Source: an optimization exercise on an open RTL-to-GDS flow (aim: small area, a short achievable clock period and few clock cycles). Production flows keep margins and buffers that such runs may drop. At most, simulation tests tie the RTL to the original design; equivalence was not proved.

==> trial 15: inputs <==
## attn_top
module attn_top (
  input  logic clk,
  input  logic reset_n,
  input  logic dut_valid,
  output logic dut_ready,
  output logic [16-1:0] sram_input_read_address,
  input  logic [32-1:0] sram_input_read_data,
  output logic [16-1:0] sram_weight_read_address,
  input  logic [32-1:0] sram_weight_read_data,
  output logic [16-1:0] sram_result_read_address,
  input  logic [32-1:0] sram_result_read_data,
  output logic                    sram_result_write_enable,
  output logic [16-1:0] sram_result_write_address,
  output logic [32-1:0] sram_result_write_data,
  output logic [16-1:0] sram_scratchpad_read_address,
  input  logic [32-1:0] sram_scratchpad_read_data,
  output logic                    sram_scratchpad_write_enable,
  output logic [16-1:0] sram_scratchpad_write_address,
  output logic [32-1:0] sram_scratchpad_write_data
);
clock: 16.0 ns
lec_check: 0
abc_area: 1
cap_margin: 20
core_margin: 2
core_utilization: 40
slew_margin: 20
standard.sh (not shown) runs the stock make flow with config.mk's settings and CLKGATE_MAP_FILE= SYNTH_SCRIPT=/design/flow/synth_recipe.tcl, a recipe that flattens the netlist after the stock synthesis.
==> flow/flow/run.sh <==
#!/bin/bash
set -euo pipefail
export BUFFER_PORTS_ARGS="-buffer_cell sky130_fd_sc_hd__buf_2"
export SETUP_SLACK_MARGIN=11.75
bash standard.sh > standard.log 2>&1
==> trial 98 (differences from trial 15) <==
--- a/flow/design.v
+++ b/flow/design.v
@@ -1635,10 +1635,12 @@
   input  logic [32-1:0] sram_scratchpad_read_data,
   output logic                    sram_scratchpad_write_enable,
   output logic [16-1:0] sram_scratchpad_write_address,
   output logic [32-1:0] sram_scratchpad_write_data
 );
+  logic       busy;         
+  logic       busy_nx;
   logic       dims_req;     
   logic       dims_wait;    
   logic [6:0] n_dim, d_dim, e_dim;
   logic        running;
   logic [1:0]  pass;
@@ -1736,40 +1738,38 @@
       end
     end
   end
   always_ff @(posedge clk or negedge reset_n) begin
     if (!reset_n) begin
-      dut_ready <= 1'b1;
+      busy <= 1'b0;
       dims_req <= 1'b0;
       dims_wait <= 1'b0;
       running <= 1'b0;
       {v1, k1, q1, z1} <= '0;
       {v2, k2, q2, z2} <= '0;
       {v3, k3, q3, z3} <= '0;
       {q4, z4} <= '0;
-      res_we <= 1'b0;
-      scr_we <= 1'b0;
     end else begin
+      busy <= busy_nx;
       dims_req <= dut_ready && dut_valid;
       dims_wait <= dims_req;
-      if (dut_ready && dut_valid) begin
-        dut_ready <= 1'b0;
-      end else if (z4) begin
-        dut_ready <= 1'b1;
-      end
       running <= running_nx;
       v1 <= issue;
       k1 <= issue && (pass == 2'd1);
       q1 <= issue && !pass[1];
       z1 <= issue && is_s && last_k && last_j && last_i;
       {v2, k2, q2, z2} <= {v1, k1, q1, z1};
       {v3, k3, q3, z3} <= {v2, k2, q2, z2};
       {q4, z4} <= {q3, z3};
-      res_we <= v3 && l3;
-      scr_we <= v3 && l3 && k3;
     end
   end
+  assign busy_nx = (busy && !z4) || (dut_ready && dut_valid);
+  always_ff @(posedge clk) begin
+    dut_ready <= !busy_nx;
+    res_we <= v3 && l3;
+    scr_we <= v3 && l3 && k3;
+  end
   always_ff @(posedge clk) begin
     a_addr <= a_addr_nx;
     b_addr <= b_addr_nx;
     if (dims_wait) begin
       n_dim <= sram_input_read_data[16 +: 7];
- CORE_UTILIZATION: 40 -> 60
- CTS_CLUSTER_DIAMETER: not set -> 100
- CTS_CLUSTER_SIZE: not set -> 24
==> build 16 (differences from trial 15) <==
--- a/flow/design.v
+++ b/flow/design.v
@@ -1635,10 +1635,12 @@
   input  logic [32-1:0] sram_scratchpad_read_data,
   output logic                    sram_scratchpad_write_enable,
   output logic [16-1:0] sram_scratchpad_write_address,
   output logic [32-1:0] sram_scratchpad_write_data
 );
+  logic       busy;         
+  logic       busy_nx;
   logic       dims_req;     
   logic       dims_wait;    
   logic [6:0] n_dim, d_dim, e_dim;
   logic        running;
   logic [1:0]  pass;
@@ -1736,40 +1738,38 @@
       end
     end
   end
   always_ff @(posedge clk or negedge reset_n) begin
     if (!reset_n) begin
-      dut_ready <= 1'b1;
+      busy <= 1'b0;
       dims_req <= 1'b0;
       dims_wait <= 1'b0;
       running <= 1'b0;
       {v1, k1, q1, z1} <= '0;
       {v2, k2, q2, z2} <= '0;
       {v3, k3, q3, z3} <= '0;
       {q4, z4} <= '0;
-      res_we <= 1'b0;
-      scr_we <= 1'b0;
     end else begin
+      busy <= busy_nx;
       dims_req <= dut_ready && dut_valid;
       dims_wait <= dims_req;
-      if (dut_ready && dut_valid) begin
-        dut_ready <= 1'b0;
-      end else if (z4) begin
-        dut_ready <= 1'b1;
-      end
       running <= running_nx;
       v1 <= issue;
       k1 <= issue && (pass == 2'd1);
       q1 <= issue && !pass[1];
       z1 <= issue && is_s && last_k && last_j && last_i;
       {v2, k2, q2, z2} <= {v1, k1, q1, z1};
       {v3, k3, q3, z3} <= {v2, k2, q2, z2};
       {q4, z4} <= {q3, z3};
-      res_we <= v3 && l3;
-      scr_we <= v3 && l3 && k3;
     end
   end
+  assign busy_nx = (busy && !z4) || (dut_ready && dut_valid);
+  always_ff @(posedge clk) begin
+    dut_ready <= !busy_nx;
+    res_we <= v3 && l3;
+    scr_we <= v3 && l3 && k3;
+  end
   always_ff @(posedge clk) begin
     a_addr <= a_addr_nx;
     b_addr <= b_addr_nx;
     if (dims_wait) begin
       n_dim <= sram_input_read_data[16 +: 7];
- CORE_UTILIZATION: 40 -> 60
- CTS_CLUSTER_DIAMETER: not set -> 100
- CTS_CLUSTER_SIZE: not set -> 20
==> results.txt <==
Against trial 98, the wire length of build 16 is larger by 1.9%. Against trial 98, the register-to-register slack of trial 15 is higher by 0.09 ns. Between build 16 and trial 15, the lower die area is in build 16 (gap about 33%, measured against trial 15). Between build 16 and trial 98, the lower clock skew is in build 16 (gap 0.0039 ns).
No run of this note included a check of the RTL's function; only the layout flow was run.

* * *

==> inputs of wip/willow <==
attn_top, a different RTL version from the one above (not shown whole).
Settings: LEC_CHECK=0, ABC_AREA=1, CAP_MARGIN=20, CORE_MARGIN=2, CORE_UTILIZATION=60, CTS_CLUSTER_DIAMETER=80, CTS_CLUSTER_SIZE=28, SLEW_MARGIN=20; clock period 16.0 ns.
==> flow/flow/run.sh <==
#!/bin/bash
set -euo pipefail
export BUFFER_PORTS_ARGS="-buffer_cell sky130_fd_sc_hd__buf_1"
export SETUP_SLACK_MARGIN=11.9
bash standard.sh > standard.log 2>&1
==> wip/amber: changes against wip/willow <==
==> flow/flow/run.sh (replaced) <==
#!/bin/bash
set -euo pipefail
export BUFFER_PORTS_ARGS="-buffer_cell sky130_fd_sc_hd__buf_2"
export SETUP_SLACK_MARGIN=11.75
bash standard.sh > standard.log 2>&1
- CTS_CLUSTER_DIAMETER: 80 -> 100
- CTS_CLUSTER_SIZE: 28 -> 24
==> wip/onyx: changes against wip/willow <==
--- a/flow/design.v
+++ b/flow/design.v
@@ -1389,44 +1389,41 @@
   output logic [16-1:0] sram_scratchpad_write_address,
   output logic [32-1:0] sram_scratchpad_write_data
 );
   logic       busy;         
   logic       busy_nx;
   logic       dims_req;     
   logic       dims_wait;    
-  logic [6:0] n_dim, d_dim, e_dim;
+  logic [5:0] n_m1, d_m1, e_m1;
   logic        running;
   logic [1:0]  pass;
   logic [5:0]  i_cnt, j_cnt, k_cnt;
   logic [12:0] a_addr;            
   logic [13:0] b_addr, b_start;   
-  logic v1, f1, l1, s1, k1, q1, z1;
-  logic v2, f2, l2, s2, k2, q2, z2;
-  logic v3, f3, l3, k3, q3, z3;
-  logic q4, z4;
+  logic f1, f2, f3, s1;
+  logic w1, w2, w3;
+  logic k1, k2, k3;
+  logic z1, z2, z3, z4;
+  logic [2:0] qk_age;   
   logic [31:0] op_a, op_b, acc;
   logic        res_we, scr_we;
   logic [13:0] res_wa;
   logic [11:0] scr_wa;
   logic       is_s;
-  logic [6:0] len_k, len_j;
-  logic [6:0] k_nxt, j_nxt, i_nxt;
+  logic [5:0] lim_k, lim_j;
   logic       last_k, last_j, last_i;
   logic       stall, issue;
   assign is_s   = (pass == 2'd3);
-  assign len_k  = is_s ? e_dim : d_dim;
-  assign len_j  = is_s ? n_dim : e_dim;
-  assign k_nxt  = {1'b0, k_cnt} + 7'd1;
-  assign j_nxt  = {1'b0, j_cnt} + 7'd1;
-  assign i_nxt  = {1'b0, i_cnt} + 7'd1;
-  assign last_k = (k_nxt == len_k);
-  assign last_j = (j_nxt == len_j);
-  assign last_i = (i_nxt == n_dim);
+  assign lim_k  = is_s ? e_m1 : d_m1;
+  assign lim_j  = is_s ? n_m1 : e_m1;
+  assign last_k = (k_cnt == lim_k);
+  assign last_j = (j_cnt == lim_j);
+  assign last_i = (i_cnt == n_m1);
   assign stall = is_s && (i_cnt == 6'd0) && (j_cnt == 6'd0) && (k_cnt == 6'd0) &&
-                 (q1 || q2 || q3 || q4);
+                 (qk_age != 3'd4);
   assign issue = running && !stall;
   logic        running_nx;
   logic [1:0]  pass_nx;
   logic [5:0]  i_nx, j_nx, k_nx;
   logic [12:0] a_addr_nx;
   logic [13:0] b_addr_nx, b_start_nx;
   always_comb begin
@@ -1448,27 +1445,27 @@
       j_nx = 6'd0;
       k_nx = 6'd0;
       a_addr_nx = 13'd1;
       b_addr_nx = 14'd1;
       b_start_nx = 14'd1;
     end else if (issue) begin
       if (!last_k) begin
-        k_nx = k_nxt[5:0];
+        k_nx = k_cnt + 6'd1;
         a_addr_nx = a_addr + 13'd1;
         b_addr_nx = b_addr + 14'd1;
       end else begin
         k_nx = 6'd0;
         if (!last_j) begin
-          j_nx = j_nxt[5:0];
-          a_addr_nx = a_addr + 13'd1 - {6'd0, len_k};   
+          j_nx = j_cnt + 6'd1;
+          a_addr_nx = a_addr - {7'd0, lim_k};   
           b_addr_nx = b_addr + 14'd1;
         end else begin
           j_nx = 6'd0;
           if (!last_i) begin
-            i_nx = i_nxt[5:0];
+            i_nx = i_cnt + 6'd1;
             a_addr_nx = a_addr + 13'd1;
             b_addr_nx = b_start;
           end else begin
             i_nx = 6'd0;
             pass_nx = pass + 2'd1;
             if (pass[1] == 1'b0) begin
               a_addr_nx = 13'd1;
@@ -1487,56 +1484,59 @@
   end
   always_ff @(posedge clk or negedge reset_n) begin
     if (!reset_n) begin
       busy <= 1'b0;
       dims_req <= 1'b0;
       dims_wait <= 1'b0;
       running <= 1'b0;
-      {v1, k1, q1, z1} <= '0;
-      {v2, k2, q2, z2} <= '0;
-      {v3, k3, q3, z3} <= '0;
-      {q4, z4} <= '0;
+      {w1, w2, w3} <= '0;
+      {k1, k2, k3} <= '0;
+      {z1, z2, z3, z4} <= '0;
+      qk_age <= 3'd4;
     end else begin
       busy <= busy_nx;
       dims_req <= dut_ready && dut_valid;
       dims_wait <= dims_req;
       running <= running_nx;
-      v1 <= issue;
-      k1 <= issue && (pass == 2'd1);
-      q1 <= issue && !pass[1];
+      w1 <= issue && last_k;
+      k1 <= issue && last_k && (pass == 2'd1);
       z1 <= issue && is_s && last_k && last_j && last_i;
-      {v2, k2, q2, z2} <= {v1, k1, q1, z1};
-      {v3, k3, q3, z3} <= {v2, k2, q2, z2};
-      {q4, z4} <= {q3, z3};
+      {w2, k2, z2} <= {w1, k1, z1};
+      {w3, k3, z3} <= {w2, k2, z2};
+      z4 <= z3;
+      if (issue && !pass[1]) begin
+        qk_age <= 3'd0;
+      end else if (qk_age != 3'd4) begin
+        qk_age <= qk_age + 3'd1;
+      end
     end
   end
   assign busy_nx = (busy && !z4) || (dut_ready && dut_valid);
   always_ff @(posedge clk) begin
     dut_ready <= !busy_nx;
-    res_we <= v3 && l3;
-    scr_we <= v3 && l3 && k3;
+    res_we <= w3;
+    scr_we <= k3;
   end
   always_ff @(posedge clk) begin
     a_addr <= a_addr_nx;
     b_addr <= b_addr_nx;
     if (dims_wait) begin
-      n_dim <= sram_input_read_data[16 +: 7];
-      d_dim <= sram_input_read_data[6:0];
-      e_dim <= sram_weight_read_data[6:0];
+      n_m1 <= sram_input_read_data[21:16] - 6'd1;
+      d_m1 <= sram_input_read_data[5:0] - 6'd1;
+      e_m1 <= sram_weight_read_data[5:0] - 6'd1;
     end
     pass <= pass_nx;
     i_cnt <= i_nx;
     j_cnt <= j_nx;
     k_cnt <= k_nx;
     b_start <= b_start_nx;
     f1 <= (k_cnt == 6'd0);
-    l1 <= last_k;
     s1 <= is_s;
-    {f2, l2, s2} <= {f1, l1, s1};
-    {f3, l3} <= {f2, l2};
+    f2 <= f1;
+    f3 <= f2;
     res_wa <= dims_wait ? 14'd0 : res_wa + {13'd0, res_we};
     scr_wa <= dims_wait ? 12'd0 : scr_wa + {11'd0, scr_we};
   end
   always_ff @(posedge clk) begin
     op_a <= s1 ? sram_result_read_data : sram_input_read_data;
     op_b <= s1 ? sram_scratchpad_read_data : sram_weight_read_data;
   end
==> flow/flow/run.sh (replaced) <==
#!/bin/bash
set -euo pipefail
export BUFFER_PORTS_ARGS="-buffer_cell sky130_fd_sc_hd__buf_1"
export SETUP_SLACK_MARGIN=11.7
bash standard.sh > standard.log 2>&1
- CTS_CLUSTER_DIAMETER: 80 -> 100
- CTS_CLUSTER_SIZE: 28 -> 24
- PLACE_DENSITY: default -> 0.7
==> wip/delta: changes against wip/willow <==
--- a/flow/design.v
+++ b/flow/design.v
@@ -1389,44 +1389,41 @@
   output logic [16-1:0] sram_scratchpad_write_address,
   output logic [32-1:0] sram_scratchpad_write_data
 );
   logic       busy;         
   logic       busy_nx;
   logic       dims_req;     
   logic       dims_wait;    
-  logic [6:0] n_dim, d_dim, e_dim;
+  logic [5:0] n_m1, d_m1, e_m1;
   logic        running;
   logic [1:0]  pass;
   logic [5:0]  i_cnt, j_cnt, k_cnt;
   logic [12:0] a_addr;            
   logic [13:0] b_addr, b_start;   
-  logic v1, f1, l1, s1, k1, q1, z1;
-  logic v2, f2, l2, s2, k2, q2, z2;
-  logic v3, f3, l3, k3, q3, z3;
-  logic q4, z4;
+  logic f1, f2, f3, s1;
+  logic w1, w2, w3;
+  logic k1, k2, k3;
+  logic z1, z2, z3, z4;
+  logic [2:0] qk_age;   
   logic [31:0] op_a, op_b, acc;
   logic        res_we, scr_we;
   logic [13:0] res_wa;
   logic [11:0] scr_wa;
   logic       is_s;
-  logic [6:0] len_k, len_j;
-  logic [6:0] k_nxt, j_nxt, i_nxt;
+  logic [5:0] lim_k, lim_j;
   logic       last_k, last_j, last_i;
   logic       stall, issue;
   assign is_s   = (pass == 2'd3);
-  assign len_k  = is_s ? e_dim : d_dim;
-  assign len_j  = is_s ? n_dim : e_dim;
-  assign k_nxt  = {1'b0, k_cnt} + 7'd1;
-  assign j_nxt  = {1'b0, j_cnt} + 7'd1;
-  assign i_nxt  = {1'b0, i_cnt} + 7'd1;
-  assign last_k = (k_nxt == len_k);
-  assign last_j = (j_nxt == len_j);
-  assign last_i = (i_nxt == n_dim);
+  assign lim_k  = is_s ? e_m1 : d_m1;
+  assign lim_j  = is_s ? n_m1 : e_m1;
+  assign last_k = (k_cnt == lim_k);
+  assign last_j = (j_cnt == lim_j);
+  assign last_i = (i_cnt == n_m1);
   assign stall = is_s && (i_cnt == 6'd0) && (j_cnt == 6'd0) && (k_cnt == 6'd0) &&
-                 (q1 || q2 || q3 || q4);
+                 (qk_age != 3'd4);
   assign issue = running && !stall;
   logic        running_nx;
   logic [1:0]  pass_nx;
   logic [5:0]  i_nx, j_nx, k_nx;
   logic [12:0] a_addr_nx;
   logic [13:0] b_addr_nx, b_start_nx;
   always_comb begin
@@ -1448,27 +1445,27 @@
       j_nx = 6'd0;
       k_nx = 6'd0;
       a_addr_nx = 13'd1;
       b_addr_nx = 14'd1;
       b_start_nx = 14'd1;
     end else if (issue) begin
       if (!last_k) begin
-        k_nx = k_nxt[5:0];
+        k_nx = k_cnt + 6'd1;
         a_addr_nx = a_addr + 13'd1;
         b_addr_nx = b_addr + 14'd1;
       end else begin
         k_nx = 6'd0;
         if (!last_j) begin
-          j_nx = j_nxt[5:0];
-          a_addr_nx = a_addr + 13'd1 - {6'd0, len_k};   
+          j_nx = j_cnt + 6'd1;
+          a_addr_nx = a_addr - {7'd0, lim_k};   
           b_addr_nx = b_addr + 14'd1;
         end else begin
           j_nx = 6'd0;
           if (!last_i) begin
-            i_nx = i_nxt[5:0];
+            i_nx = i_cnt + 6'd1;
             a_addr_nx = a_addr + 13'd1;
             b_addr_nx = b_start;
           end else begin
             i_nx = 6'd0;
             pass_nx = pass + 2'd1;
             if (pass[1] == 1'b0) begin
               a_addr_nx = 13'd1;
@@ -1487,56 +1484,59 @@
   end
   always_ff @(posedge clk or negedge reset_n) begin
     if (!reset_n) begin
       busy <= 1'b0;
       dims_req <= 1'b0;
       dims_wait <= 1'b0;
       running <= 1'b0;
-      {v1, k1, q1, z1} <= '0;
-      {v2, k2, q2, z2} <= '0;
-      {v3, k3, q3, z3} <= '0;
-      {q4, z4} <= '0;
+      {w1, w2, w3} <= '0;
+      {k1, k2, k3} <= '0;
+      {z1, z2, z3, z4} <= '0;
+      qk_age <= 3'd4;
     end else begin
       busy <= busy_nx;
       dims_req <= dut_ready && dut_valid;
       dims_wait <= dims_req;
       running <= running_nx;
-      v1 <= issue;
-      k1 <= issue && (pass == 2'd1);
-      q1 <= issue && !pass[1];
+      w1 <= issue && last_k;
+      k1 <= issue && last_k && (pass == 2'd1);
       z1 <= issue && is_s && last_k && last_j && last_i;
-      {v2, k2, q2, z2} <= {v1, k1, q1, z1};
-      {v3, k3, q3, z3} <= {v2, k2, q2, z2};
-      {q4, z4} <= {q3, z3};
+      {w2, k2, z2} <= {w1, k1, z1};
+      {w3, k3, z3} <= {w2, k2, z2};
+      z4 <= z3;
+      if (issue && !pass[1]) begin
+        qk_age <= 3'd0;
+      end else if (qk_age != 3'd4) begin
+        qk_age <= qk_age + 3'd1;
+      end
     end
   end
   assign busy_nx = (busy && !z4) || (dut_ready && dut_valid);
   always_ff @(posedge clk) begin
     dut_ready <= !busy_nx;
-    res_we <= v3 && l3;
-    scr_we <= v3 && l3 && k3;
+    res_we <= w3;
+    scr_we <= k3;
   end
   always_ff @(posedge clk) begin
     a_addr <= a_addr_nx;
     b_addr <= b_addr_nx;
     if (dims_wait) begin
-      n_dim <= sram_input_read_data[16 +: 7];
-      d_dim <= sram_input_read_data[6:0];
-      e_dim <= sram_weight_read_data[6:0];
+      n_m1 <= sram_input_read_data[21:16] - 6'd1;
+      d_m1 <= sram_input_read_data[5:0] - 6'd1;
+      e_m1 <= sram_weight_read_data[5:0] - 6'd1;
     end
     pass <= pass_nx;
     i_cnt <= i_nx;
     j_cnt <= j_nx;
     k_cnt <= k_nx;
     b_start <= b_start_nx;
     f1 <= (k_cnt == 6'd0);
-    l1 <= last_k;
     s1 <= is_s;
-    {f2, l2, s2} <= {f1, l1, s1};
-    {f3, l3} <= {f2, l2};
+    f2 <= f1;
+    f3 <= f2;
     res_wa <= dims_wait ? 14'd0 : res_wa + {13'd0, res_we};
     scr_wa <= dims_wait ? 12'd0 : scr_wa + {11'd0, scr_we};
   end
   always_ff @(posedge clk) begin
     op_a <= s1 ? sram_result_read_data : sram_input_read_data;
     op_b <= s1 ? sram_scratchpad_read_data : sram_weight_read_data;
   end
==> flow/flow/run.sh (replaced) <==
#!/bin/bash
set -euo pipefail
export BUFFER_PORTS_ARGS="-buffer_cell sky130_fd_sc_hd__buf_1"
export SETUP_SLACK_MARGIN=11.7
bash standard.sh > standard.log 2>&1
- CORE_UTILIZATION: 60 -> 70
- CTS_CLUSTER_DIAMETER: 80 -> 100
- CTS_CLUSTER_SIZE: 28 -> 24
==> comparison table <==
                                                                                   wip/delta                   wip/onyx                   wip/willow                    wip/amber
Run status                                                           complete, no violations    complete, no violations      complete, no violations      complete, no violations
Buffers outside the clock class                                                          317                        309                          381                          348
Termination of the worst setup path                              sram_result_read_address[0]  sram_result_write_data[3]  sram_result_read_address[0]  sram_result_read_address[0]
Detailed route wirelength on metal3                                                  6480 um                    5770 um                      5070 um                      4970 um
Core area                                                                       0.0357 sq mm               0.0419 sq mm                 0.0419 sq mm                 0.0419 sq mm
Total CTS buffers                                                                         18                         19                           26                           19
Total inserted antenna cells                                                               0                          1                            0                            0
Sequential cells                                                                         344                        344                          351                          351
Critical Path Fanout Max                                                                   3                          3                            4                            4
Layout multi-input combinational cell count                                             1973                       1973                         1975                         1975
Final instance area                                                             0.0272 sq mm               0.0274 sq mm                 0.0293 sq mm                 0.0284 sq mm
Placed cell count                                                                       3523                       3595                         3548                         3545
Remaining max-slew budget at the tightest pin                                          0.310                      0.251                        0.253                        0.303
Worst slew pin tran                                                                  1.03 ns                    1.12 ns                      1.12 ns                      1.04 ns
Via total after detailed routing                                                       21000                      20700                        20700                        20500
Setup clock skew after layout                                                      0.0422 ns                  0.0164 ns                    0.0497 ns                    0.0234 ns
Cell type of the slowest stage on the worst timing path             sky130_fd_sc_hd__dfxtp_4   sky130_fd_sc_hd__dfxtp_2     sky130_fd_sc_hd__dfxtp_4     sky130_fd_sc_hd__dfxtp_4
Synthesis-to-finish area growth                                                        6.80%                      7.81%                        15.4%                        11.7%
Met1 Usage GRT                                                                         0.482                      0.432                        0.439                        0.428
Number of enable-type register cells in the synthesized netlist                           52                         52                           55                           55
Die Footprint                                                                   0.0379 sq mm               0.0441 sq mm                 0.0440 sq mm                 0.0440 sq mm
Testbench counts of wip/willow, summed over its fixed seeds: cycles 256,851.
Testbench counts of wip/amber, summed over its fixed seeds: cycles 256,851.
Testbench counts of wip/onyx, summed over its fixed seeds: cycles 256,851.
Testbench counts of wip/delta, summed over its fixed seeds: cycles 256,851.

## static timing again, ports no longer ideal
In the flow no input, the clock included, has a driving cell. The finished layouts below were timed again as built, in two steps.
Step 1, drivers: a clkbuf_16 drives clk and a buf_2 each remaining input, both assumed.
Step 2 also shifts input and output timing later by t, the mid clock arrival at the registers, as if the neighbouring blocks saw the same clock.
Slacks: ideal ports / drivers / drivers and shift; pairs: ideal ports / drivers.
run	t, ns	setup WS [ns]	hold slack, ns	slew at the worst register clock pin (ns)	worst slew at a driven data input, ns
trial 15	0.645	11.526 / 11.468 / 11.271	0.327 / 0.327 / 0.327	0.06 / 0.06	0.06
trial 98	0.599	11.712 / 11.655 / 11.214	0.334 / 0.334 / 0.334	0.11 / 0.11	0.04
build 16	0.633	11.687 / 11.629 / 11.265	0.323 / 0.323 / 0.323	0.09 / 0.09	0.04
wip/willow	0.634	11.684 / 11.625 / 11.365	0.326 / 0.326 / 0.326	0.10 / 0.10	0.04
wip/amber	0.597	11.743 / 11.687 / 11.254	0.325 / 0.325 / 0.325	0.10 / 0.10	0.06
wip/onyx	0.601	11.708 / 11.651 / 11.393	0.337 / 0.337 / 0.337	0.10 / 0.10	0.07
wip/delta	0.591	11.711 / 11.652 / 11.343	0.335 / 0.335 / 0.335	0.10 / 0.10	0.04
After both steps setup and hold are still met in every run listed. For trial 98, which loses most, drivers alone change the setup slack by -0.057 ns; drivers and shift together by -0.498 ns.
